Background: an optimization exercise with open tools, aiming at small area and a short achievable clock period. Do not read the settings as production practice.
Where RTL was checked, it was by simulation tests only, not by an equivalence proof against the original.
For runs 2 to 4, only the layout was checked, not whether the RTL still works.
Power and IR drop assume default switching activity.

$ cat design.v
package mips_pkg;
  localparam int WORD_W     = 32;
  localparam int REG_ADDR_W = 5;
  localparam int PC_W       = 30;   
  localparam logic [REG_ADDR_W-1:0] LINK_REG = 5'd31;
  typedef enum logic [5:0] {
    OP_RTYPE  = 6'b000000,
    OP_REGIMM = 6'b000001,   
    OP_J      = 6'b000010,
    OP_JAL    = 6'b000011,
    OP_BEQ    = 6'b000100,
    OP_BNE    = 6'b000101,
    OP_BLEZ   = 6'b000110,
    OP_BGTZ   = 6'b000111,
    OP_ADDI   = 6'b001000,
    OP_ADDIU  = 6'b001001,
    OP_SLTI   = 6'b001010,
    OP_SLTIU  = 6'b001011,
    OP_ANDI   = 6'b001100,
    OP_ORI    = 6'b001101,
    OP_XORI   = 6'b001110,
    OP_LUI    = 6'b001111
  } opcode_e;
  typedef enum logic [5:0] {
    FN_SLL  = 6'b000000,
    FN_SRL  = 6'b000010,
    FN_SRA  = 6'b000011,
    FN_SLLV = 6'b000100,
    FN_SRLV = 6'b000110,
    FN_SRAV = 6'b000111,
    FN_JR   = 6'b001000,
    FN_JALR = 6'b001001,
    FN_ADD  = 6'b100000,
    FN_ADDU = 6'b100001,
    FN_SUB  = 6'b100010,
    FN_SUBU = 6'b100011,
    FN_AND  = 6'b100100,
    FN_OR   = 6'b100101,
    FN_XOR  = 6'b100110,
    FN_NOR  = 6'b100111,
    FN_SLT  = 6'b101010,
    FN_SLTU = 6'b101011
  } func_e;
  typedef enum logic [3:0] {
    ALU_ADD, ALU_SUB, ALU_SLL, ALU_SRL, ALU_SRA, ALU_AND,
    ALU_OR, ALU_XOR, ALU_NOR, ALU_SLT, ALU_SLTU, ALU_LUI
  } alu_mode_e;
  typedef enum logic [3:0] {
    BR_NONE, BR_BEQ, BR_BNE, BR_BLEZ, BR_BGTZ, BR_BLTZ,
    BR_BGEZ, BR_J, BR_JAL, BR_JR, BR_JALR
  } branch_e;
  typedef enum logic [3:0] {
    EXC_RI = 4'd10,
    EXC_OV = 4'd12
  } excode_e;
endpackage
`timescale 1ns/1ns
import mips_pkg::*;
module mips_field_decode
(
  input  logic [WORD_W-1:0]     instr,
  output logic                  imm_op,      
  output logic                  imm_sext,    
  output logic                  sub,         
  output logic                  sh_var,      
  output logic                  sh_left,
  output logic                  sh_arith,
  output logic [1:0]            lop,         
  output logic                  sel_sum,
  output logic                  sel_logic,
  output logic                  sel_less,
  output logic                  less_uns,
  output logic                  sel_sll,
  output logic                  sel_sr,
  output logic                  sel_lui,
  output logic                  sel_link,
  output logic                  br_r,        
  output logic                  br_regimm,   
  output logic                  br_j,        
  output logic                  br_eq,       
  output logic                  br_lez,      
  output logic                  br_inv,      
  output logic                  br_target,   
  output logic                  tgt_jr,
  output logic                  tgt_j,
  output logic                  writes_reg,
  output logic [REG_ADDR_W-1:0] waddr,
  output logic                  checks_ov,
  output logic                  reserved
);
  logic [5:0] op;
  logic [5:0] fn;
  logic [4:0] f_rt;
  logic [4:0] f_rd;
  logic       op_lo0;    
  logic       r_t;       
  logic       i_t;       
  logic       jal;
  logic       fn_ok;
  logic       wr;
  assign op   = instr[31:26];
  assign fn   = instr[5:0];
  assign f_rt = instr[20:16];
  assign f_rd = instr[15:11];
  assign op_lo0 = (op[3:0] == 4'b0000);
  assign r_t    = op_lo0;
  assign i_t    = op[3];
  assign jal    = (op[3:0] == 4'b0011);
  always_comb
  begin
    case (fn)
      6'h00, 6'h02, 6'h03, 6'h04, 6'h06, 6'h07, 6'h08, 6'h09,
      6'h20, 6'h21, 6'h22, 6'h23, 6'h24, 6'h25, 6'h26, 6'h27,
      6'h2a, 6'h2b: fn_ok = 1'b1;
      default:      fn_ok = 1'b0;
    endcase
  end
  always_comb
  begin
    reserved = 1'b0;
    if (op[5:4] != 2'b00)
      reserved = 1'b1;
    else if (op[3:0] == 4'b0000)
      reserved = ~fn_ok;
    else if (op[3:0] == 4'b0001)
      reserved = (f_rt[4:1] != 4'b0000);
  end
  assign imm_op   = i_t;
  assign imm_sext = ~op[2];
  assign sub      = i_t ? op[1] : fn[1];
  assign sh_var   = fn[2];
  assign sh_left  = ~fn[1];
  assign sh_arith = fn[0];
  assign lop      = i_t ? op[1:0] : fn[1:0];
  assign sel_sum   = i_t ? (~op[2] & ~op[1]) : (fn[5] & ~fn[3] & ~fn[2]);
  assign sel_logic = i_t ? (op[2] & ~(op[1] & op[0])) : (fn[5] & fn[2]);
  assign sel_less  = i_t ? (~op[2] & op[1]) : (fn[5] & fn[3]);
  assign less_uns  = i_t ? op[0] : fn[0];
  assign sel_sll   = ~i_t & ~fn[5] & ~fn[1];
  assign sel_sr    = ~i_t & ~fn[5] & fn[1];
  assign sel_lui   = i_t & op[2] & op[1] & op[0];
  assign sel_link  = (r_t & ~fn[5] & fn[3]) | jal;
  assign br_r      = r_t & ~fn[5] & fn[3];
  assign br_regimm = (op[3:0] == 4'b0001);
  assign br_j      = (op[3:1] == 3'b001);
  assign br_eq     = (op[3:1] == 3'b010);
  assign br_lez    = (op[3:1] == 3'b011);
  assign br_inv    = br_regimm ? f_rt[0] : op[0];
  assign br_target = (op[5:3] == 3'b000) &
                     ((op[2:0] == 3'b000) ? (fn[5:1] == 5'b00100) :
                      (op[2:0] == 3'b001) ? (f_rt[4:1] == 4'b0000) : 1'b1);
  assign tgt_jr    = ~op[2] & ~op[1] & ~op[0];
  assign tgt_j     = ~op[2] & op[1];
  assign wr         = (r_t & ~(~fn[5] & fn[3] & ~fn[0])) | i_t | jal;
  assign waddr      = op[3] ? f_rt : (f_rd | {5{op[0]}});
  assign writes_reg = wr & (waddr != 5'd0);
  assign checks_ov  = (r_t & fn[5] & ~fn[3] & ~fn[2] & ~fn[0]) |
                      (op[3] & ~op[2] & ~op[1] & ~op[0]);
endmodule
`timescale 1ns/1ns
import mips_pkg::*;
module mips_alu
#(
  parameter int ADDER = 0    
)
(
  input  logic [WORD_W-1:0] rs_data,
  input  logic [WORD_W-1:0] rt_data,
  input  logic [15:0]       imm,
  input  logic [4:0]        sa,
  input  logic              imm_op,
  input  logic              imm_sext,
  input  logic              sub,
  input  logic              sh_var,
  input  logic              sh_left,
  input  logic              sh_arith,
  input  logic [1:0]        lop,
  input  logic              sel_sum,
  input  logic              sel_logic,
  input  logic              sel_less,
  input  logic              less_uns,
  input  logic              sel_sll,
  input  logic              sel_sr,
  input  logic              sel_lui,
  output logic [WORD_W-1:0] result,
  output logic              overflow,
  output logic              equal
);
  localparam int N = WORD_W;
  logic [N-1:0] a;
  logic [N-1:0] b;
  logic [N-1:0] bx;
  logic [N-1:0] p;
  logic [N-1:0] g;
  logic [N:0]   c;       
  logic [N-1:0] sum;
  logic         less;
  logic [N-1:0] logic_r;
  assign a = rs_data;
  assign b = imm_op ? {{16{imm_sext & imm[15]}}, imm} : rt_data;
  assign bx = b ^ {N{sub}};
  assign p  = a ^ bx;
  assign g  = a & bx;
  logic [N-1:0] gc;
  mips_prefix #(.W(N), .ARCH(ADDER)) i_prefix (
    .g  ({g[N-1:1], g[0] | (p[0] & sub)}),
    .p  (p),
    .gc (gc)
  );
  assign c[N:1] = gc;
  assign c[0] = sub;
  assign sum  = p ^ c[N-1:0];
  assign overflow = c[N-1] ^ c[N];
  assign less  = less_uns ? ~c[N] : (p[N-1] ^ c[N]);
  assign equal = sub ? &p : ~|p;
  logic lg_g;
  logic lg_o;
  logic lg_x;
  logic lg_n;
  assign lg_g = sel_logic & (lop == 2'b00);
  assign lg_o = sel_logic & (lop == 2'b01);
  assign lg_x = sel_logic & (lop == 2'b10);
  assign lg_n = sel_logic & (lop == 2'b11);
  assign logic_r = ({N{lg_g}} & g) | ({N{lg_o}} & (p | g)) | ({N{lg_x}} & ~p)
                 | ({N{lg_n}} & ~(a | b));
  logic [4:0]   shamt;
  logic [N-1:0] sh_in;
  logic [N-1:0] sh_out;
  logic         fill;
  assign shamt = sh_var ? rs_data[4:0] : sa;
  assign fill  = sh_arith & rt_data[N-1];
  always_comb
  begin
    for (int i = 0; i < N; i++)
      sh_in[i] = sh_left ? rt_data[N-1-i] : rt_data[i];
  end
  logic [N-1:0] s1, s2, s3, s4;
  assign s1     = shamt[4] ? {{16{fill}}, sh_in[N-1:16]} : sh_in;
  assign s2     = shamt[3] ? {{8{fill}},  s1[N-1:8]}     : s1;
  assign s3     = shamt[2] ? {{4{fill}},  s2[N-1:4]}     : s2;
  assign s4     = shamt[1] ? {{2{fill}},  s3[N-1:2]}     : s3;
  assign sh_out = shamt[0] ? {fill,       s4[N-1:1]}     : s4;
  logic [N-1:0] sh_rev;
  always_comb
  begin
    for (int i = 0; i < N; i++)
      sh_rev[i] = sh_out[N-1-i];
  end
  logic [N-1:0] other;
  assign other = logic_r
               | ({N{sel_sll}} & sh_rev)
               | ({N{sel_sr}}  & sh_out)
               | ({N{sel_lui}} & {imm, 16'h0000});
  assign result[N-1:1] = sel_sum ? sum[N-1:1] : other[N-1:1];
  assign result[0]     = sel_sum ? sum[0] : (sel_less ? less : other[0]);
endmodule
module mips_prefix
#(
  parameter int W    = 32,
  parameter int ARCH = 0    
)
(
  input  logic [W-1:0] g,
  input  logic [W-1:0] p,
  output logic [W-1:0] gc
);
  localparam int LG = (W <= 2) ? 1 : (W <= 4) ? 2 : (W <= 8) ? 3 : (W <= 16) ? 4 : (W <= 32) ? 5 : 6;
  generate
    if (ARCH == 3)
    begin : g_rip
      logic [W-1:0] r;
      assign r[0] = g[0];
      for (genvar i = 1; i < W; i++)
      begin : g_bit
        assign r[i] = g[i] | (p[i] & r[i-1]);
      end
      assign gc = r;
    end
    else if (ARCH == 1)
    begin : g_bk
      logic [W-1:0] gu [0:LG];
      logic [W-1:0] pu [0:LG];
      logic [W-1:0] gd [0:LG];
      assign gu[0] = g;
      assign pu[0] = p;
      for (genvar l = 0; l < LG; l++)
      begin : g_up
        for (genvar i = 0; i < W; i++)
        begin : g_bit
          if (((i + 1) % (2 << l)) == 0)
          begin : g_op
            assign gu[l+1][i] = gu[l][i] | (pu[l][i] & gu[l][i - (1 << l)]);
            assign pu[l+1][i] = pu[l][i] & pu[l][i - (1 << l)];
          end
          else
          begin : g_cp
            assign gu[l+1][i] = gu[l][i];
            assign pu[l+1][i] = pu[l][i];
          end
        end
      end
      assign gd[0] = gu[LG];
      for (genvar k = 0; k < LG - 1; k++)
      begin : g_dn
        localparam int L = LG - 2 - k;
        for (genvar i = 0; i < W; i++)
        begin : g_bit
          if ((i >= (3 << L) - 1) && (((i + 1 - (1 << L)) % (2 << L)) == 0))
          begin : g_op
            assign gd[k+1][i] = gd[k][i] | (pu[LG][i] & gd[k][i - (1 << L)]);
          end
          else
          begin : g_cp
            assign gd[k+1][i] = gd[k][i];
          end
        end
      end
      assign gc = gd[LG-1];
    end
    else
    begin : g_log
      logic [W-1:0] gl [0:LG];
      logic [W-1:0] pl [0:LG];
      assign gl[0] = g;
      assign pl[0] = p;
      for (genvar l = 0; l < LG; l++)
      begin : g_lvl
        for (genvar i = 0; i < W; i++)
        begin : g_bit
          localparam int J = (ARCH == 0) ? ((i >> l) << l) - 1 : i - (1 << l);
          if ((ARCH == 0) ? (((i >> l) & 1) == 1) : (i >= (1 << l)))
          begin : g_op
            assign gl[l+1][i] = gl[l][i] | (pl[l][i] & gl[l][J]);
            assign pl[l+1][i] = pl[l][i] & pl[l][J];
          end
          else
          begin : g_cp
            assign gl[l+1][i] = gl[l][i];
            assign pl[l+1][i] = pl[l][i];
          end
        end
      end
      assign gc = gl[LG];
    end
  endgenerate
endmodule
`timescale 1ns/1ns
import mips_pkg::*;
module mips_branch_unit
#(
  parameter int ADDER = 1
)
(
  input  logic [WORD_W-1:0] rs_data,
  input  logic              equal,
  input  logic [15:0]       branch_offset,
  input  logic [25:0]       jump_index,
  input  logic [PC_W-1:0]   pc_crnt,
  input  logic [PC_W-1:0]   pc_next,
  input  logic              br_r,
  input  logic              br_regimm,
  input  logic              br_j,
  input  logic              br_eq,
  input  logic              br_lez,
  input  logic              br_inv,
  input  logic              br_target,
  input  logic              tgt_jr,
  input  logic              tgt_j,
  output logic              taken,
  output logic [PC_W-1:0]   pc_wdata    
);
  logic            rs_neg;
  logic            rs_zero;
  logic [PC_W-1:0] bta;
  logic [PC_W-1:0] target;
  assign rs_neg  = rs_data[WORD_W-1];
  assign rs_zero = ~|rs_data;
  assign taken = br_r | br_j
               | (br_regimm & (rs_neg ^ br_inv))
               | (br_eq     & (equal ^ br_inv))
               | (br_lez    & ((rs_neg | rs_zero) ^ br_inv));
  logic [16:0]      lo;
  logic             up_step;
  logic [PC_W-17:0] q;
  logic [PC_W-17:0] run;
  logic [15:0]      lg;
  logic [15:0]      lp;
  logic [15:0]      lc;
  assign lg = pc_next[15:0] & branch_offset;
  assign lp = pc_next[15:0] ^ branch_offset;
  mips_prefix #(.W(16), .ARCH(ADDER)) i_prefix (
    .g  (lg),
    .p  (lp),
    .gc (lc)
  );
  assign lo      = {lc[15], lp ^ {lc[14:0], 1'b0}};
  assign up_step = lo[16] ^ branch_offset[15];
  assign q       = pc_next[PC_W-1:16] ^ {(PC_W-16){branch_offset[15]}};
  mips_prefix #(.W(PC_W-16), .ARCH(0)) i_run (
    .g  ({{(PC_W-17){1'b0}}, up_step}),
    .p  ({q[PC_W-18:0], 1'b0}),
    .gc (run)
  );
  assign bta = {pc_next[PC_W-1:16] ^ run, lo[15:0]};
  assign target = tgt_jr ? rs_data[WORD_W-1:2]
                : tgt_j  ? {pc_crnt[PC_W-1:PC_W-4], jump_index}
                :          bta;
  assign pc_wdata = br_target ? target : PC_W'(32'h2000_0000);
endmodule
`timescale 1ns/1ns
import mips_pkg::*;
module mips_commit
#(
  parameter bit MERGE_EPC = 1'b1
)
(
  input  logic                  clk,
  input  logic                  rst_n,
  input  logic                  instr_valid,
  input  logic                  writes_reg,
  input  logic [REG_ADDR_W-1:0] waddr,
  input  logic                  checks_ov,
  input  logic                  reserved,
  input  logic                  link,        
  input  logic [WORD_W-1:0]     alu_result,
  input  logic                  overflow,
  input  logic                  taken,
  input  logic [PC_W-1:0]       pc_wdata,
  input  logic [PC_W-1:0]       pc_crnt,
  input  logic                  cause_bd,
  input  logic                  exl,
  output logic                  greg_wen,
  output logic [REG_ADDR_W-1:0] greg_waddr,
  output logic [WORD_W-1:0]     greg_wdata,
  output logic                  pcreg_wen,
  output logic [PC_W-1:0]       pcreg_wdata,
  output logic                  exception,
  output logic                  cause_wen,
  output logic [3:0]            cause_excode,
  output logic                  epc_wen,
  output logic [WORD_W-1:0]     epc_data
);
  logic            trap;    
  logic            exc;
  logic [PC_W-1:0] epc_word;
  logic [PC_W-1:0] zrun;
  logic            exc_q;
  logic            xwen_q;
  logic [2:1]      excode_q;
  assign trap = reserved | (checks_ov & overflow);
  assign exc  = instr_valid & trap;
  mips_prefix #(.W(PC_W), .ARCH(0)) i_zrun (
    .g  ({{(PC_W-1){1'b0}}, cause_bd & ~(link & ~reserved)}),
    .p  ({~pc_crnt[PC_W-2:0], 1'b0}),
    .gc (zrun)
  );
  assign epc_word = pc_crnt ^ zrun;
  always_ff @(posedge clk)
  begin
    if (!rst_n)
    begin
      greg_wen  <= 1'b0;
      pcreg_wen <= 1'b0;
      exc_q     <= 1'b0;
      xwen_q    <= 1'b0;
    end
    else
    begin
      greg_wen  <= instr_valid & writes_reg & ~trap;
      pcreg_wen <= instr_valid & (trap | taken);
      exc_q     <= exc;
      xwen_q    <= exc & ~exl;   
    end
  end
  assign exception = exc_q;
  assign cause_wen = xwen_q;
  assign epc_wen   = xwen_q;
  always_ff @(posedge clk)
  begin
    greg_waddr  <= waddr;
    pcreg_wdata <= pc_wdata;
    excode_q    <= {~reserved, reserved};
  end
  assign cause_excode = {1'b1, excode_q, 1'b0};
  generate
    if (MERGE_EPC)
    begin : g_merge
      logic [WORD_W-1:0] wdata_q;
      always_ff @(posedge clk)
        wdata_q <= (trap | link) ? {epc_word, 2'b00} : alu_result;
      assign greg_wdata = wdata_q;
      assign epc_data   = wdata_q;
    end
    else
    begin : g_split
      logic [WORD_W-1:0] wdata_q;
      logic [PC_W-1:0]   epc_q;
      always_ff @(posedge clk)
      begin
        wdata_q <= link ? {pc_crnt, 2'b00} : alu_result;
        epc_q   <= epc_word;
      end
      assign greg_wdata = wdata_q;
      assign epc_data   = {epc_q, 2'b00};
    end
  endgenerate
endmodule
`timescale 1ns/1ns
import mips_pkg::*;
module mips_exec_stage
#(
  parameter logic [31:0] EXCEPT_VEC = 32'h8000_0000
)
(
  input  logic                  clk,
  input  logic                  rst_n,
  input  logic                  instr_valid,
  input  logic [WORD_W-1:0]     instr,
  input  logic [WORD_W-1:0]     rs_data,
  input  logic [WORD_W-1:0]     rt_data,
  input  logic [PC_W-1:0]       pc_crnt,
  input  logic [PC_W-1:0]       pc_next,
  input  logic                  cause_bd,
  input  logic                  exl,
  output logic                  greg_wen,
  output logic [REG_ADDR_W-1:0] greg_waddr,
  output logic [WORD_W-1:0]     greg_wdata,
  output logic                  pcreg_wen,
  output logic [PC_W-1:0]       pcreg_wdata,
  output logic                  exception,
  output logic                  cause_wen,
  output logic [3:0]            cause_excode,
  output logic                  epc_wen,
  output logic [WORD_W-1:0]     epc_data
);
  logic                  imm_op;
  logic                  imm_sext;
  logic                  sub;
  logic                  sh_var;
  logic                  sh_left;
  logic                  sh_arith;
  logic [1:0]            lop;
  logic                  sel_sum;
  logic                  sel_logic;
  logic                  sel_less;
  logic                  less_uns;
  logic                  sel_sll;
  logic                  sel_sr;
  logic                  sel_lui;
  logic                  sel_link;
  logic                  br_r;
  logic                  br_regimm;
  logic                  br_j;
  logic                  br_eq;
  logic                  br_lez;
  logic                  br_inv;
  logic                  br_target;
  logic                  tgt_jr;
  logic                  tgt_j;
  logic                  writes_reg;
  logic [REG_ADDR_W-1:0] waddr;
  logic                  checks_ov;
  logic                  reserved;
  logic [WORD_W-1:0]     alu_result;
  logic                  overflow;
  logic                  equal;
  logic                  taken;
  logic [PC_W-1:0]       pc_wdata;
  mips_field_decode i_decode (
    .instr      (instr),
    .imm_op     (imm_op),
    .imm_sext   (imm_sext),
    .sub        (sub),
    .sh_var     (sh_var),
    .sh_left    (sh_left),
    .sh_arith   (sh_arith),
    .lop        (lop),
    .sel_sum    (sel_sum),
    .sel_logic  (sel_logic),
    .sel_less   (sel_less),
    .less_uns   (less_uns),
    .sel_sll    (sel_sll),
    .sel_sr     (sel_sr),
    .sel_lui    (sel_lui),
    .sel_link   (sel_link),
    .br_r       (br_r),
    .br_regimm  (br_regimm),
    .br_j       (br_j),
    .br_eq      (br_eq),
    .br_lez     (br_lez),
    .br_inv     (br_inv),
    .br_target  (br_target),
    .tgt_jr     (tgt_jr),
    .tgt_j      (tgt_j),
    .writes_reg (writes_reg),
    .waddr      (waddr),
    .checks_ov  (checks_ov),
    .reserved   (reserved)
  );
  mips_alu i_alu (
    .rs_data   (rs_data),
    .rt_data   (rt_data),
    .imm       (instr[15:0]),
    .sa        (instr[10:6]),
    .imm_op    (imm_op),
    .imm_sext  (imm_sext),
    .sub       (sub),
    .sh_var    (sh_var),
    .sh_left   (sh_left),
    .sh_arith  (sh_arith),
    .lop       (lop),
    .sel_sum   (sel_sum),
    .sel_logic (sel_logic),
    .sel_less  (sel_less),
    .less_uns  (less_uns),
    .sel_sll   (sel_sll),
    .sel_sr    (sel_sr),
    .sel_lui   (sel_lui),
    .result    (alu_result),
    .overflow  (overflow),
    .equal     (equal)
  );
  mips_branch_unit i_branch (
    .rs_data       (rs_data),
    .equal         (equal),
    .branch_offset (instr[15:0]),
    .jump_index    (instr[25:0]),   
    .pc_crnt       (pc_crnt),
    .pc_next       (pc_next),
    .br_r          (br_r),
    .br_regimm     (br_regimm),
    .br_j          (br_j),
    .br_eq         (br_eq),
    .br_lez        (br_lez),
    .br_inv        (br_inv),
    .br_target     (br_target),
    .tgt_jr        (tgt_jr),
    .tgt_j         (tgt_j),
    .taken         (taken),
    .pc_wdata      (pc_wdata)
  );
  mips_commit i_commit (
    .clk          (clk),
    .rst_n        (rst_n),
    .instr_valid  (instr_valid),
    .writes_reg   (writes_reg),
    .waddr        (waddr),
    .checks_ov    (checks_ov),
    .reserved     (reserved),
    .link         (sel_link),
    .alu_result   (alu_result),
    .overflow     (overflow),
    .taken        (taken),
    .pc_wdata     (pc_wdata),
    .pc_crnt      (pc_crnt),
    .cause_bd     (cause_bd),
    .exl          (exl),
    .greg_wen     (greg_wen),
    .greg_waddr   (greg_waddr),
    .greg_wdata   (greg_wdata),
    .pcreg_wen    (pcreg_wen),
    .pcreg_wdata  (pcreg_wdata),
    .exception    (exception),
    .cause_wen    (cause_wen),
    .cause_excode (cause_excode),
    .epc_wen      (epc_wen),
    .epc_data     (epc_data)
  );
endmodule
$ cat flow/run.sh
#!/bin/bash
set -e
echo "export BUFFER_PORTS_ARGS = -buffer_cell sky130_fd_sc_hd__buf_1" >> config.mk
export BUFFER_PORTS_ARGS="-buffer_cell sky130_fd_sc_hd__buf_1"
bash standard.sh > standard.log 2>&1
$ cat standard.sh
#!/bin/bash
# synth_recipe.tcl (not shown) runs the flow's synth.tcl, then flattens the netlist and writes it again
# the make line also repeats each setting of config.mk as NAME=value (left out here)
make -C /OpenROAD-flow-scripts/flow DESIGN_CONFIG=/design/flow/config.mk WORK_HOME=/design/flow/orfs CLKGATE_MAP_FILE= SYNTH_SCRIPT=/design/flow/synth_recipe.tcl "${@:-finish}"
$ cat config.mk
export PLATFORM = sky130hd
export DESIGN_NAME = mips_exec_stage
export DESIGN_NICKNAME = mips_exec_stage
export VERILOG_FILES = /design/flow/design.v
export SDC_FILE = /design/flow/constraint.sdc
export NUM_CORES = 4
export LEC_CHECK = 0
export ABC_AREA = 1
export CAP_MARGIN = 20
export CORE_MARGIN = 2
export CORE_UTILIZATION = 50
export PLACE_DENSITY = 0.75
export SETUP_SLACK_MARGIN = 3.25
export SLEW_MARGIN = 20
export BUFFER_PORTS_ARGS = -buffer_cell sky130_fd_sc_hd__buf_1
$ cat constraint.sdc
create_clock -name core_clock -period 8.0 [get_ports {clk}]
set_input_delay 1.6000 -clock core_clock [delete_from_list [all_inputs] [get_ports {clk}]]
set_output_delay 1.6000 -clock core_clock [all_outputs]
set_load 0.01 [all_outputs]
==> flow_metrics.tcl, run 1 <==
set metrics [dict create \
    drc 0 \
    worstPathRequired_ps 8250 \
    diodes 0 \
    cts_buffers 9 \
    clkTransAtPathRegs_ps 70 \
    p_per_area_mw_per_mm2 143 \
    grt_pass1_vias 13700 \
    wl_um 53400 \
    postRouteAntennaNets 0 \
    ir_drop_v 0.000103 \
    grt_pass1_wl_um 77900 \
    netlist_instances 2052 \
    yosysTopAreaCellShare_pct 17.3 \
    start_util_pct 50.7 \
    final_max_slew_viol_count 0 \
    crit_path_max_incr_delay_ps 220 \
    rows 56 \
    syn_nets 2310 \
    cp_slowest_cell "clkbuf_4" \
    hold_path_class "primary input to flop" \
    final_hold_viol_count 0 \
    chipWidth_um 158 \
    worst_setup_path_end_kind "flop" \
    cp_max_fo 28 \
    synth_edf_count 0 \
    postSynth.asyncResetShare_pct 0 \
    cap_violations 0 \
    synth_largest_area_cell "nand2_1" \
    gr-total-overflow 0 \
    whs_path_depth 2 \
    place.gp.congestion 1.09 \
    dp_hpwl_um 42100 \
    port-buffer-count 266 \
    vias 15300 \
    worst_pin_slew_ps 1030 \
    hold_slack_ps 1380 \
    avgSynthCellArea_um2 5.78 \
    min_period_over_period_pct 57.2 \
    via_per_inst 5.97 \
    post-place-ws_ps 1610 \
    layout-drive-gt1-share_pct 6.39 \
    place_inst 2523 \
    cts_tree "done" \
    p_leak_uw 0.00652 \
    drt-pass1-iter-count 8 \
    layout.cells.non_filler 2557 \
    power.total_uw 1910 \
    yosysWarnings 16 \
    finalSetupViolCount 0 \
    path_class "primary input to flop" \
    critPathMostFrequentCell "nand2_1" \
    period_needed_ps 4570 \
    status "complete, no violations" \
    synthFlopType "dfxtp_1" \
    fp.dieH_um 158 \
    final_nets 2491 \
    yosys-top-cells-area "nand2_1 17%, nand3_1 15%, dfxtp_1 12%, ha_1 8.9%, inv_1 7.5%" \
    synth.most_common_cell "nand2_1" \
    core_area_mm2 0.0234 \
    rsz0062_at_grt "no" \
    worstSetupStartpointType "primary input" \
    slew_headroom_pct 30.8 \
    layout_setup_ws_ps 3430 \
    cp_data_arrival_time_ps 4820 \
    cts_buffer_depth 2 \
    grt_antenna_before_repair 2 \
    clockRootBuffer "clkbuf_16" \
    die-area_mm2 0.0250 \
    ys_top_cells_by_count "548 x nand2_1, 345 x nand3_1, 236 x inv_1, 109 x nor2_1, 102 x o21ai_0" \
    yosysSeqAreaShare_pct 12.3 \
    io-pin-count 269 \
    syn2layout_area_growth_pct 12.8 \
    hold_path_end "i_commit.xwen_q" \
    fin_tns_setup_ps 0 \
    drtIter0Drc 1991 \
    clock_sinks 73 \
    synth_area_mm2 0.0119 \
    grt_max_degree 54 \
    synth-seq-cells 73 \
    gr-usage-all-layers_pct 41.5 \
    synth.distinct_cells 57 \
    holdCritStartpoint "exl" \
    htree_levels 3 \
    route.detailed.wl_per_inst_um 20.9 \
    fmax_mhz 219 \
]
state kept, by name, indices dropped and copies added, names as in the netlist:
register and cells:
i_commit.g_merge.wdata_q 32, i_commit.pcreg_wdata 30, i_commit.greg_waddr 5, i_commit.excode_q 2
i_commit.exc_q 1, i_commit.greg_wen 1, i_commit.pcreg_wen 1, i_commit.xwen_q 1
kinds of logic after synthesis:
logic type / after synthesis / share of synthesized area (%)
xor+xnor: 68 / 5.02
other cells: 2 / 0.0633
buf+inv: 382 / 13.9
simple gates: 1128 / 42.5
compound gates: 302 / 15.1
fa+ha+maj: 97 / 11.1
flops: 73 / 12.3
where the power goes:
part / total (uW) / switching [uW] / leakage [uW] / internal [uW]
registers: 405 / 13.3 / 0.000604 / 392
logic: 1090 / 756 / 0.00578 / 339
clock network: 415 / 193 / 0.000136 / 222
total: 1910 / 962 / 0.00652 / 952
stage by stage:
step / instance area (um2) / utilization (%)
after global routing: 13400 / 57.2
after detailed placement: 12700 / 54.2
after global placement: 12700 / 54.2
final: 13400 / 57.2
after CTS: 13100 / 56.0
after floorplan: 11900 / -
worst max-delay path by stage:
stage / startpoint / end / cells past startpoint
finish: instr[1] / i_commit.g_merge.wdata_q[23] / 25
global route: instr[15] / i_commit.g_merge.wdata_q[15] / 22
CTS: instr[29] / i_commit.g_merge.wdata_q[23] / 24
detailed placement: instr[29] / i_commit.g_merge.wdata_q[30] / 20
global placement: instr[29] / i_commit.g_merge.wdata_q[30] / 20
floorplan: instr[1] / i_commit.g_merge.wdata_q[16] / 16
layout make-up:
class / count / area (um2)
Clock buffer: 10 / 239
Clock inverter: 6 / 50.0
Timing Repair Buffer: 295 / 1330
Sequential cell: 73 / 1460
Inverter: 253 / 976
Multi-Input combinational cell: 1600 / 8910
Tap cell: 319 / 399
Timing Repair inverter: 1 / 8.76
Fill cell: 2493 / 10000
what timing repair did:
item / CTS / global route
hold buffers: 0 / 0
endpoints found under the setup margin: 36 / 36
endpoints found under the hold margin: 0 / 0
gates resized for setup: 23 / 49
setup buffers: 3 / 9
cloned: 2 / 4
pin swaps: 2 / 4
per-layer routing:
metal | track usage (%) | wire, um | up-vias
met2 | 65.8 | 23600 | 893
met3 | 8.68 | 5510 | 223
li1 | - | - | 7179
met1 | 50.9 | 20300 | 6961
met4 | 27.2 | 4050 | 4
met5 | 0 | 27 | -
worst max-delay path, delay by kind of cell:
| family | cells | cell delay, ps |
|---|---|---|
| buffers and inverters | 6 | 910 |
| and+or+nand+nor | 16 | 1800 |
| AOI/OAI and AO/OA | 2 | 300 |
| adders and majority gates | 1 | 170 |
placed cells by master, fill, tap and decap left out, drive strengths merged, types with 7 or more instances in the layout:
cell type / count
buf: 290
clkbuf: 15
o22ai: 21
a21oi: 71
or2: 7
xor2: 48
o211ai: 10
fa: 13
xnor2: 20
nor4: 22
o21ai: 125
nand4: 30
nor2: 113
dfxtp: 73
nand2: 557
a31oi: 15
nand3: 361
a211oi: 32
nor3: 31
ha: 84
o221ai: 10
inv: 254
==> inputs of run 2 (changes only) <==
--- a/design.v
+++ b/design.v
@@ -189,7 +189,6 @@
   localparam int N = WORD_W;
   logic [N-1:0] a;
   logic [N-1:0] b;
-  logic [N-1:0] bx;
   logic [N-1:0] p;
   logic [N-1:0] g;
   logic [N:0]   c;       
@@ -198,9 +197,12 @@
   logic [N-1:0] logic_r;
   assign a = rs_data;
   assign b = imm_op ? {{16{imm_sext & imm[15]}}, imm} : rt_data;
-  assign bx = b ^ {N{sub}};
-  assign p  = a ^ bx;
-  assign g  = a & bx;
+  logic [N-1:0] x;
+  logic [N-1:0] h;
+  assign x = a ^ b;
+  assign h = a & b;
+  assign p = x ^ {N{sub}};
+  assign g = sub ? (a & ~b) : h;
   logic [N-1:0] gc;
   mips_prefix #(.W(N), .ARCH(ADDER)) i_prefix (
     .g  ({g[N-1:1], g[0] | (p[0] & sub)}),
@@ -212,17 +214,18 @@
   assign sum  = p ^ c[N-1:0];
   assign overflow = c[N-1] ^ c[N];
   assign less  = less_uns ? ~c[N] : (p[N-1] ^ c[N]);
-  assign equal = sub ? &p : ~|p;
-  logic lg_g;
-  logic lg_o;
-  logic lg_x;
-  logic lg_n;
-  assign lg_g = sel_logic & (lop == 2'b00);
+  assign equal = ~|x;
+  logic [N-1:0] o;
+  logic         lg_h;
+  logic         lg_o;
+  logic         lg_x;
+  logic         lg_n;
+  assign o    = x | h;
+  assign lg_h = sel_logic & (lop == 2'b00);
   assign lg_o = sel_logic & (lop == 2'b01);
   assign lg_x = sel_logic & (lop == 2'b10);
   assign lg_n = sel_logic & (lop == 2'b11);
-  assign logic_r = ({N{lg_g}} & g) | ({N{lg_o}} & (p | g)) | ({N{lg_x}} & ~p)
-                 | ({N{lg_n}} & ~(a | b));
+  assign logic_r = ({N{lg_h}} & h) | ({N{lg_o}} & o) | ({N{lg_x}} & x) | ({N{lg_n}} & ~o);
   logic [4:0]   shamt;
   logic [N-1:0] sh_in;
   logic [N-1:0] sh_out;
--- a/config.mk
+++ b/config.mk
@@ -5,11 +5,10 @@
 export SDC_FILE = /design/flow/constraint.sdc
 export NUM_CORES = 4
 export LEC_CHECK = 0
-export ABC_AREA = 1
 export CAP_MARGIN = 20
 export CORE_MARGIN = 2
 export CORE_UTILIZATION = 50
 export PLACE_DENSITY = 0.75
-export SETUP_SLACK_MARGIN = 3.25
+export SETUP_SLACK_MARGIN = 3.0
 export SLEW_MARGIN = 20
 export BUFFER_PORTS_ARGS = -buffer_cell sky130_fd_sc_hd__buf_1
==> run 2 against run 1 <==
Compared with the run above:
- still clean
- non-clock buffer count is 41 higher
- synthesized cell count decreased by 16%
- clock power is essentially flat
- area after synthesis grew 5.6%
- sequential power about the same
- die area grew 5.5%
- global-route usage decreased by 2.7 points
- cell count down 13%
==> flow_metrics.tcl, run 2 <==
set metrics [dict create \
    rows 57 \
    switching_share_pct 47.6 \
    largest_reg_flops 32 \
    grt_pass1_vias 13100 \
    critPathBufInv 1 \
    netlist_instances 1715 \
    clkTransAtPathRegs_ps 70 \
    yosysSeqAreaShare_pct 11.7 \
    diodes 0 \
    clock_sinks 73 \
    worst_setup_path_end_kind "flop" \
    chipWidth_um 162 \
    gr-usage-all-layers_pct 38.8 \
    cap_violations 0 \
    final_hold_viol_count 0 \
    drtIter0Drc 1920 \
    worstSetupStartpointType "primary input" \
    synth_area_mm2 0.0125 \
    final_nets 2197 \
    core_area_mm2 0.0245 \
    n_fill_cell 2316 \
    min_period_over_period_pct 62.2 \
    clockRootBuffer "clkbuf_16" \
    ys_top_cells_by_count "182 x nand2_1, 152 x nor2_1, 137 x a21oi_1, 120 x ha_1, 105 x mux2i_1" \
    finalSetupViolCount 0 \
    layout_commonest_cell "buf_1" \
    layout_common_cells "250 x buf_1, 181 x nand2_1, 150 x nor2_1" \
    cp_data_arrival_time_ps 5200 \
    critPathMostFrequentCell "or4_4" \
    path_cells "clkbuf_8 -> or3b_4 -> a31oi_4 -> a211o_4 -> o21a_1 -> ha_2 -> nor3b_4 -> nand4b_4 -> or2_4 -> or4_4 -> nor2_4 -> nand4b_1 -> or4_4 -> xnor2_1 -> nand2_1 -> o21ai_0" \
    slew_headroom_pct 17.9 \
    cp_max_fo 11 \
    fp.dieH_um 162 \
    fin_util_pct 60.0 \
    synth-seq-cells 73 \
    critPathTopFamily "simple AND/OR/NAND/NOR gates" \
    hold_slack_ps 1390 \
    synth.distinct_cells 94 \
    yosysWarnings 16 \
    io-pin-count 269 \
    cts_tree "done" \
    comb_power_share_pct 58.2 \
    grt_max_degree 91 \
    wl_um 54500 \
    drc 0 \
    layout-drive-gt1-share_pct 12.8 \
    syn2layout_area_growth_pct 17.2 \
    grt_antenna_before_repair 0 \
    place.gp.congestion 1.06 \
    cts_buffer_depth 2 \
    dp_hpwl_um 40700 \
    status "complete, no violations" \
    p_switching_uw 931 \
    yosysTopAreaCellShare_pct 12.0 \
    cp_slowest_cell "or4_4" \
    route.detailed.wl_per_inst_um 24.4 \
    top_regs "i_commit.g_merge.wdata_q: 32 flops, i_commit.pcreg_wdata: 30 flops, i_commit.greg_waddr: 5 flops" \
    synth.most_common_cell "nand2_1" \
    worstPathRequired_ps 8230 \
    gr-total-overflow 0 \
    internal_power_uw 1030 \
    drt-pass1-iter-count 10 \
    htree_levels 3 \
    fmax_mhz 201 \
    postSynth.asyncResetShare_pct 0 \
    hold_path_class "primary input to flop" \
    avgSynthCellArea_um2 7.31 \
    p_leak_uw 0.00601 \
    port-buffer-count 266 \
    worst_pin_slew_ps 1210 \
    largest_register "i_commit.g_merge.wdata_q" \
    crit_path_max_incr_delay_ps 560 \
    synthFlopType "dfxtp_1" \
    path_class "primary input to flop" \
    grt_pass1_wl_um 78000 \
    p_per_area_mw_per_mm2 133 \
    yosys-top-cells-area "ha_1 12%, dfxtp_1 12%, mux2i_1 8.4%, a21oi_1 5.5%, nand2_1 5.5%" \
    power_frac_seq_pct 20.7 \
    fin_tns_setup_ps 0 \
    ir_drop_v 0.0000935 \
    postRouteAntennaNets 0 \
    holdBufCountCts 0 \
    vias 14600 \
    via_per_inst 6.52 \
    syn_nets 2004 \
    rsz0062_at_grt "yes" \
    period_needed_ps 4970 \
    synth_largest_area_cell "ha_1" \
    p_clk_share_pct 21.2 \
    final_max_slew_viol_count 0 \
    synth_edf_count 0 \
    start_util_pct 51.2 \
    cts_buffers 9 \
    die-area_mm2 0.0263 \
]
[run 2: worst paths after layout]
| path | startpoint | end | slack (ps) | cells past startpoint |
|---|---|---|---|---|
| hold / removal | exl | i_commit.xwen_q | 1390 | 2 |
| setup / recovery | instr[1] | i_commit.g_merge.wdata_q[31] | 3030 | 16 |
[run 2: cell type report]
| class | count | area, um2 | share of cell area (%) |
|---|---|---|---|
| clock buffers | 9 | 225 | 1.53 |
| clock inverters | 7 | 61.3 | 0.418 |
| inverters | 95 | 364 | 2.48 |
| multi-input cells | 1393 | 10400 | 71.1 |
| flip-flops and latches | 73 | 1460 | 9.95 |
| well taps | 324 | 405 | 2.76 |
| repair buffers | 336 | 1720 | 11.7 |
[run 2: cell families (layout without fill, tap and decap cells)]
| logic type | after synthesis | after routing | share of synthesized area, % |
|---|---|---|---|
| mux | 146 | 148 | 13.3 |
| flops | 73 | 73 | 11.7 |
| fa+ha+maj | 128 | 128 | 13.3 |
| xor+xnor | 87 | 87 | 6.08 |
| buf+inv | 256 | 447 | 9.34 |
| simple gates | 511 | 516 | 19.3 |
| other cells | 2 | 2 | 0.0599 |
| compound gates | 512 | 512 | 27.0 |
[run 2: per-stage QoR]
stage,worst slack (ps),area (um2),instances,power [uW]
6_report,3030,14700,2237,1960
4_1_cts,2960,14200,2210,1880
2_1_floorplan,2750,12800,1715,1140
3_3_place_gp,1910,13500,2165,1430
5_1_grt,2970,14700,2237,2040
3_5_place_dp,1760,13500,2165,1440
[run 2: metal layers]
layer / wire length [um] / vias up / track usage, %
li1: - / 6550 / -
met1: 20900 / 6776 / 50.1
met2: 22900 / 1049 / 59.4
met3: 7210 / 204 / 10.3
met4: 3420 / 2 / 20.4
met5: 74 / - / 0
[run 2: power by group through the flow]
stage | registers (uW) | logic, uW | clock network (uW)
final | 404 | 1140 | 414
after global routing | 407 | 1210 | 428
after CTS | 405 | 1050 | 417
after detailed placement | 413 | 1020 | 0
after global placement | 413 | 1020 | 0
after floorplan | 424 | 714 | 0
[run 2: what timing repair did]
action                                  CTS  global route
pin swaps                                10            18
setup buffers                            24            20
endpoints found under the setup margin   39            37
hold endpoints to repair                  0             0
gates cloned                              5             7
gates resized for setup                  45            51
==> inputs of run 3 (changes only) <==
--- a/design.v
+++ b/design.v
@@ -189,9 +189,6 @@
   localparam int N = WORD_W;
   logic [N-1:0] a;
   logic [N-1:0] b;
-  logic [N-1:0] p;
-  logic [N-1:0] g;
-  logic [N:0]   c;       
   logic [N-1:0] sum;
   logic         less;
   logic [N-1:0] logic_r;
@@ -199,21 +196,33 @@
   assign b = imm_op ? {{16{imm_sext & imm[15]}}, imm} : rt_data;
   logic [N-1:0] x;
   logic [N-1:0] h;
-  assign x = a ^ b;
-  assign h = a & b;
-  assign p = x ^ {N{sub}};
-  assign g = sub ? (a & ~b) : h;
-  logic [N-1:0] gc;
-  mips_prefix #(.W(N), .ARCH(ADDER)) i_prefix (
-    .g  ({g[N-1:1], g[0] | (p[0] & sub)}),
-    .p  (p),
-    .gc (gc)
+  logic [N-1:0] gs;
+  logic [N-1:0] ca;      
+  logic [N-1:0] cs;      
+  logic [N-1:0] sum_a;
+  logic [N-1:0] sum_s;
+  logic         ovf_a;
+  logic         ovf_s;
+  assign x  = a ^ b;
+  assign h  = a & b;
+  assign gs = a & ~b;
+  mips_prefix #(.W(N), .ARCH(ADDER)) i_prefix_a (
+    .g  (h),
+    .p  (x),
+    .gc (ca)
   );
-  assign c[N:1] = gc;
-  assign c[0] = sub;
-  assign sum  = p ^ c[N-1:0];
-  assign overflow = c[N-1] ^ c[N];
-  assign less  = less_uns ? ~c[N] : (p[N-1] ^ c[N]);
+  mips_prefix #(.W(N), .ARCH(ADDER)) i_prefix_s (
+    .g  ({gs[N-1:1], gs[0] | ~x[0]}),
+    .p  (~x),
+    .gc (cs)
+  );
+  assign sum_a = x ^ {ca[N-2:0], 1'b0};
+  assign sum_s = ~x ^ {cs[N-2:0], 1'b1};
+  assign sum   = sub ? sum_s : sum_a;
+  assign ovf_a    = ~x[N-1] & (a[N-1] ^ ca[N-2]);
+  assign ovf_s    = x[N-1] & (a[N-1] ^ cs[N-2]);
+  assign overflow = sub ? ovf_s : ovf_a;
+  assign less  = less_uns ? ~cs[N-1] : (~x[N-1] ^ cs[N-1]);
   assign equal = ~|x;
   logic [N-1:0] o;
   logic         lg_h;
@@ -249,13 +258,12 @@
     for (int i = 0; i < N; i++)
       sh_rev[i] = sh_out[N-1-i];
   end
-  logic [N-1:0] other;
-  assign other = logic_r
-               | ({N{sel_sll}} & sh_rev)
-               | ({N{sel_sr}}  & sh_out)
-               | ({N{sel_lui}} & {imm, 16'h0000});
-  assign result[N-1:1] = sel_sum ? sum[N-1:1] : other[N-1:1];
-  assign result[0]     = sel_sum ? sum[0] : (sel_less ? less : other[0]);
+  assign result = ({N{sel_sum}}   & sum)
+                | logic_r
+                | ({N{sel_less}}  & {{(N-1){1'b0}}, less})
+                | ({N{sel_sll}}   & sh_rev)
+                | ({N{sel_sr}}    & sh_out)
+                | ({N{sel_lui}}   & {imm, 16'h0000});
 endmodule
 module mips_prefix
 #(
==> run 3 against run 2 <==
Compared with the run above:
- area after synthesis rose by 2.4%
- die area increased by 2.3%
- via count increased by 4.8%
- still clean on timing, DRC and antenna
- cell area rose by 2.7%
- worst hold slack better by 2.8 ps
- combinational power is essentially flat
- total power up 3.7%
==> flow_metrics.tcl, run 3 <==
set metrics [dict create \
    yosys-top-cells-area "dfxtp_1 11%, ha_1 11%, mux2i_1 9.1%, nand2_1 4.7%, a21oi_1 4.4%" \
    layout_common_cells "246 x buf_1, 160 x nand2_1, 125 x nor2_1" \
    ys_top_cells_by_count "161 x nand2_1, 128 x nor2_1, 116 x ha_1, 116 x mux2i_1, 114 x a21oi_1" \
    die-area_mm2 0.0269 \
    rsz0062_at_grt "no" \
    path_cells "clkbuf_16 -> buf_12 -> mux2_2 -> nand2_1 -> o22ai_1 -> a221oi_1 -> o21ai_0 -> a311o_1 -> a21oi_1 -> mux2i_1" \
    grt_pass1_wl_um 83600 \
    yosysSeqAreaShare_pct 11.4 \
    synth-seq-cells 73 \
    crit_path_max_incr_delay_ps 780 \
    grt_antenna_before_repair 0 \
    critPathTopFamily "compound AO/OA/AOI/OAI gates" \
    synth_area_mm2 0.0128 \
    place.gp.congestion 1.05 \
    synth_edf_count 0 \
    syn2layout_area_growth_pct 17.6 \
    cp_max_fo 28 \
    io-pin-count 269 \
    postRouteAntennaNets 0 \
    synth.distinct_cells 90 \
    syn_nets 2001 \
    worst_setup_path_end_kind "flop" \
    drtIter0Drc 1886 \
    hold_path_class "primary input to flop" \
    wl_um 57200 \
    final_nets 2197 \
    gr-usage-all-layers_pct 40.9 \
    synthFlopType "dfxtp_1" \
    status "complete, no violations" \
    yosysTopAreaCellShare_pct 11.4 \
    largest_reg_flops 32 \
    worstPathRequired_ps 8260 \
    cap_violations 0 \
    critPathBufInv 2 \
    cts_tree "done" \
    ir_drop_v 0.000102 \
    largest_register "i_commit.g_merge.wdata_q" \
    p_per_area_mw_per_mm2 135 \
    route.detailed.wl_per_inst_um 25.6 \
    p_leak_uw 0.00605 \
    worstSetupStartpointType "primary input" \
    clock_sinks 73 \
    via_per_inst 6.83 \
    chipWidth_um 164 \
    diodes 0 \
    fp.dieH_um 164 \
    period_needed_ps 4990 \
    grt_pass1_vias 13800 \
    layout-drive-gt1-share_pct 13.5 \
    min_period_over_period_pct 62.3 \
    fin_area_mm2 0.0151 \
    cts_buffer_depth 2 \
    synth_largest_area_cell "dfxtp_1" \
    clkTransAtPathRegs_ps 80 \
    drc 0 \
    start_util_pct 50.9 \
    layout_commonest_cell "buf_1" \
    synth.most_common_cell "nand2_1" \
    dp_hpwl_um 42700 \
    avgSynthCellArea_um2 7.52 \
    netlist_instances 1706 \
    grt_max_degree 51 \
    core_area_mm2 0.0252 \
    cp_data_arrival_time_ps 5240 \
    yosysWarnings 16 \
    worst_pin_slew_ps 925 \
    cp_slowest_cell "nand2_1" \
    finalSetupViolCount 0 \
    clockRootBuffer "clkbuf_16" \
    path_class "primary input to flop" \
    place_area_mm2 0.0138 \
    rows 58 \
    top_regs "i_commit.g_merge.wdata_q: 32 flops, i_commit.pcreg_wdata: 30 flops, i_commit.greg_waddr: 5 flops" \
    port-buffer-count 266 \
    drt-pass1-iter-count 7 \
    fin_tns_setup_ps 0 \
    fmax_mhz 201 \
    gr-total-overflow 0 \
    htree_levels 3 \
    final_max_slew_viol_count 0 \
    slew_headroom_pct 38.3 \
    final_hold_viol_count 0 \
    postSynth.asyncResetShare_pct 0 \
    cts_buffers 9 \
    vias 15300 \
]
run 3: cell count changes after synthesis, sizes merged, moves of 10 or more:
cell	previous run	this run
o211ai	18	30
o21ai	102	89
a211oi	49	29
nor2	154	128
fa	8	18
a21oi	138	114
nand2	183	161
xnor2	65	47
mux2i	107	117
nand3	24	40
inv	95	105
run 3: layer usage:
layer  part of all wire [%]  GRT usage, %  up-vias  wire (um)
met5                      0             0        -          0
met4                    6.9          22.8        0       3930
met3                     15          12.0      251       8430
met2                     40          59.0     1260      23000
met1                     38          54.3     7111      21800
li1                       -             -     6656          -
run 3: metrics by stage:
stage / setup WS, ps / utilization (%) / power, uW / hold WS [ps] / std cells
final: 3010 / 59.9 / 2030 / 1400 / 2237
after global routing: 2970 / 59.9 / 2120 / 1440 / 2237
after CTS: 2990 / 57.9 / 1940 / 1400 / 2220
after detailed placement: 1570 / 55.0 / 1450 / 1780 / 2182
after global placement: 1690 / 55.0 / 1440 / 1760 / 2182
after floorplan: 2540 / - / 1130 / 1680 / 1706
run 3: final cells by class:
class,count,area (um2)
clock buffers,9,225
well taps,330,413
multi-input cells,1376,10800
inverters,105,400
flip-flops and latches,73,1460
clock inverters,7,83.8
fillers,2307,10100
repair buffers,337,1670
run 3: worst paths after layout:
kind                      start                            to  cells past startpoint
worst max-delay path  instr[29]  i_commit.g_merge.wdata_q[29]                     10
worst min-delay path        exl               i_commit.xwen_q                      2
run 3: report_power, final:
group          leakage [uW]  internal, uW  total (uW)  switching (uW)
Combinational       0.00529           430        1160             735
Sequential         0.000605           391         404            12.6
Clock              0.000149           249         461             213
run 3: logic make-up (layout without fill, tap and decap cells):
| family | after synthesis | after routing | synth area share, % |
|---|---|---|---|
| buffers and inverters | 257 | 458 | 8.88 |
| adder cells (fa/ha/maj) | 134 | 134 | 14.1 |
| AND/OR/NAND/NOR | 483 | 483 | 17.7 |
| multiplexers | 166 | 166 | 15.1 |
| other | 2 | 2 | 0.0586 |
| XOR/XNOR | 69 | 69 | 4.77 |
| flip-flops | 73 | 73 | 11.4 |
| AO/OA/AOI/OAI | 522 | 522 | 27.9 |
run 3: repair_timing:
item	in CTS	in global routing
pin swaps	9	21
hold endpoints to repair	0	0
cloned	2	1
resized for setup	60	80
hold buffers	0	0
buffers inserted	20	16
setup endpoints to repair	43	38
==> inputs of run 4 (changes only) <==
--- a/config.mk
+++ b/config.mk
@@ -9,6 +9,6 @@
 export CORE_MARGIN = 2
 export CORE_UTILIZATION = 50
 export PLACE_DENSITY = 0.75
-export SETUP_SLACK_MARGIN = 3.0
+export SETUP_SLACK_MARGIN = 3.5
 export SLEW_MARGIN = 20
 export BUFFER_PORTS_ARGS = -buffer_cell sky130_fd_sc_hd__buf_1
==> run 4 against run 3 <==
Compared with the run above:
- still clean
- synthesized cell count is the same
- clock-buffer cell count stayed put
- global-route usage increased by 0.99 points
- critical path depth rose by 1
- worst hold slack improved by 56 ps
- sequential cell count stayed put
- cell count rose by 1.2%
- cell area increased by 4.2%
==> flow_metrics.tcl, run 4 <==
set metrics [dict create \
    status "complete, no violations" \
    port-buffer-count 266 \
    grt_pass1_vias 14000 \
    final_max_slew_viol_count 0 \
    rows 58 \
    grt_pass1_wl_um 85200 \
    grt_antenna_before_repair 3 \
    layout_commonest_cell "buf_1" \
    syn_nets 2001 \
    cts_buffer_depth 2 \
    largest_register "i_commit.g_merge.wdata_q" \
    switching_share_pct 47.2 \
    finalSetupViolCount 0 \
    crit_start "instr[29]" \
    holdCritStartpoint "exl" \
    drt-pass1-iter-count 6 \
    ir_drop_v 0.000101 \
    worstSetupStartpointType "primary input" \
    comb_power_share_pct 58.8 \
    core_area_mm2 0.0252 \
    hold_path_class "primary input to flop" \
    start_util_pct 50.9 \
    yosysWarnings 16 \
    synth.most_common_cell "nand2_1" \
    hold_slack_ps 1450 \
    netlist_instances 1706 \
    die-area_mm2 0.0269 \
    fp.dieH_um 164 \
    gr-total-overflow 0 \
    final_nets 2222 \
    critPathMostFrequentCell "buf_6" \
    chipWidth_um 164 \
    fin_tns_setup_ps 0 \
    postSynth.asyncResetShare_pct 0 \
    cp_data_arrival_time_ps 5070 \
    postRouteAntennaNets 0 \
    top_regs "i_commit.g_merge.wdata_q: 32 flops, i_commit.pcreg_wdata: 30 flops, i_commit.greg_waddr: 5 flops" \
    critPathTopFamily "compound AO/OA/AOI/OAI gates" \
    ys_top_cells_by_count "161 x nand2_1, 128 x nor2_1, 116 x ha_1, 116 x mux2i_1, 114 x a21oi_1" \
    drtIter0Drc 2141 \
    worst_pin_slew_ps 999 \
    vias 15500 \
    layout-drive-gt1-share_pct 17.2 \
    fmax_mhz 208 \
    cts_buffers 9 \
    p_switching_uw 985 \
    worstPathRequired_ps 8260 \
    htree_levels 3 \
    p_clk_share_pct 21.9 \
    place_inst 2184 \
    path_class "primary input to flop" \
    synth-seq-cells 73 \
    internal_power_uw 1100 \
    synth.distinct_cells 90 \
    grt_max_degree 51 \
    place.gp.congestion 1.08 \
    clkTransAtPathRegs_ps 80 \
    min_period_over_period_pct 60.2 \
    syn2layout_area_growth_pct 22.5 \
    synth_area_mm2 0.0128 \
    power.total_uw 2090 \
    fin_util_pct 62.4 \
    layout.cells.non_filler 2264 \
    cts_tree "done" \
    p_leak_uw 0.00628 \
    dp_hpwl_um 43300 \
    yosys-top-cells-area "dfxtp_1 11%, ha_1 11%, mux2i_1 9.1%, nand2_1 4.7%, a21oi_1 4.4%" \
    wl_um 58800 \
    cp_slowest_cell "a222oi_1" \
    synthFlopType "dfxtp_1" \
    clockRootBuffer "clkbuf_16" \
    gr-usage-all-layers_pct 41.9 \
    clock_sinks 73 \
    synth_largest_area_cell "dfxtp_1" \
    layout_common_cells "241 x buf_1, 159 x nand2_1, 124 x nor2_1" \
    rsz0062_at_grt "yes" \
    critPathBufInv 4 \
    drc 0 \
    slew_headroom_pct 33.4 \
    worst_setup_path_end_kind "flop" \
    yosysSeqAreaShare_pct 11.4 \
    largest_reg_flops 32 \
    avgSynthCellArea_um2 7.52 \
    final_hold_viol_count 0 \
    synth_edf_count 0 \
    path_cells "clkbuf_8 -> buf_4 -> mux2i_4 -> buf_6 -> buf_6 -> o22ai_1 -> a222oi_1 -> a21boi_0 -> o211ai_1 -> a31oi_1 -> mux2i_1" \
    crit_path_max_incr_delay_ps 660 \
    period_needed_ps 4820 \
    cap_violations 0 \
    p_per_area_mw_per_mm2 133 \
    io-pin-count 269 \
    cp_max_fo 44 \
    yosysTopAreaCellShare_pct 11.4 \
    power_frac_seq_pct 19.3 \
    via_per_inst 6.83 \
    route.detailed.wl_per_inst_um 26.0 \
]
run 4: worst paths after layout:
kind / endpoint / slack [ps] / depth (start not counted)
worst min-delay path: i_commit.xwen_q / 1450 / 2
worst max-delay path: i_commit.g_merge.wdata_q[27] / 3180 / 11
run 4: per-stage QoR:
step                setup slack (ps)  area (um2)
global placement                1730       13900
global route                    3160       15700
detailed placement              1670       13900
finish                          3180       15700
CTS                             3240       15100
floorplan                       2540       13000
run 4: area by class of cell:
class / instances / area, um2
Sequential cell: 73 / 1460
Multi-Input combinational cell: 1376 / 11100
Tap cell: 330 / 413
Clock inverter: 7 / 83.8
Antenna cell: 2 / 5.00
Timing Repair Buffer: 362 / 1990
Fill cell: 2240 / 9470
Inverter: 105 / 403
Clock buffer: 9 / 225
run 4: repair_timing:
item / in CTS / in global routing
setup endpoints to repair: 50 / 39
resized for setup: 126 / 87
setup buffers: 32 / 24
pin swaps: 23 / 32
endpoints found under the hold margin: 0 / 0
hold buffers: 0 / 0
gates cloned: 4 / 2
run 4: cell families after synthesis:
family | after synthesis | share of synthesized area (%)
AOI/OAI and AO/OA | 522 | 27.9
and+or+nand+nor | 483 | 17.7
buffers and inverters | 257 | 8.88
muxes | 166 | 15.1
adders and majority gates | 134 | 14.1
DFF | 73 | 11.4
xor gates and xnor gates | 69 | 4.77
other | 2 | 0.0586
run 4: power by group through the flow:
stage               clock, uW  sequential [uW]  combinational [uW]
finish                    456              404                1230
global route              467              408                1300
CTS                       453              404                1120
detailed placement          0              412                1040
global placement            0              411                1030
floorplan                   0              425                 709
run 4: layer usage:
| metal | track usage (%) | share of wire, % |
|---|---|---|
| met5 | 0 | 0.019 |
| met1 | 55.3 | 38 |
| met3 | 12.5 | 14 |
| met4 | 22.3 | 6.3 |
| met2 | 61.1 | 41 |

-- what the ideal ports hide --
The flow's constraints put no driver on any port. The routed layouts listed below were extracted and timed again, unchanged, in two steps.
Step 1: set_driving_cell puts a clkbuf_16 on clk and a buf_2 on each other input, an assumption about the parent block.
Step 2 also shifts input and output timing later by t, the mid clock arrival at the registers, as if the neighbouring blocks saw the same clock.
a / b / c = ideal / step 1 / step 2; a / b = the first two.
| run | t, ns | setup WS [ns] | hold WS [ns] | worst setup path at the end | worst data-port slew with drivers (ns) |
|---|---|---|---|---|---|
| run 1 | 0.407 | 3.426 / 3.451 / 3.044 | 1.382 / 1.354 / 1.762 | input to register | 0.06 |
| run 2 | 0.407 | 3.028 / 3.018 / 2.610 | 1.394 / 1.367 / 1.775 | input to register | 0.12 |
| run 3 | 0.409 | 3.013 / 2.954 / 2.544 | 1.396 / 1.374 / 1.783 | input to register | 0.10 |
| run 4 | 0.414 | 3.185 / 3.060 / 2.646 | 1.452 / 1.440 / 1.854 | input to register | 0.17 |
After both steps every run listed still meets setup and hold. For run 4, which loses most, drivers alone change the setup slack by -0.125 ns; drivers and shift together by -0.539 ns.
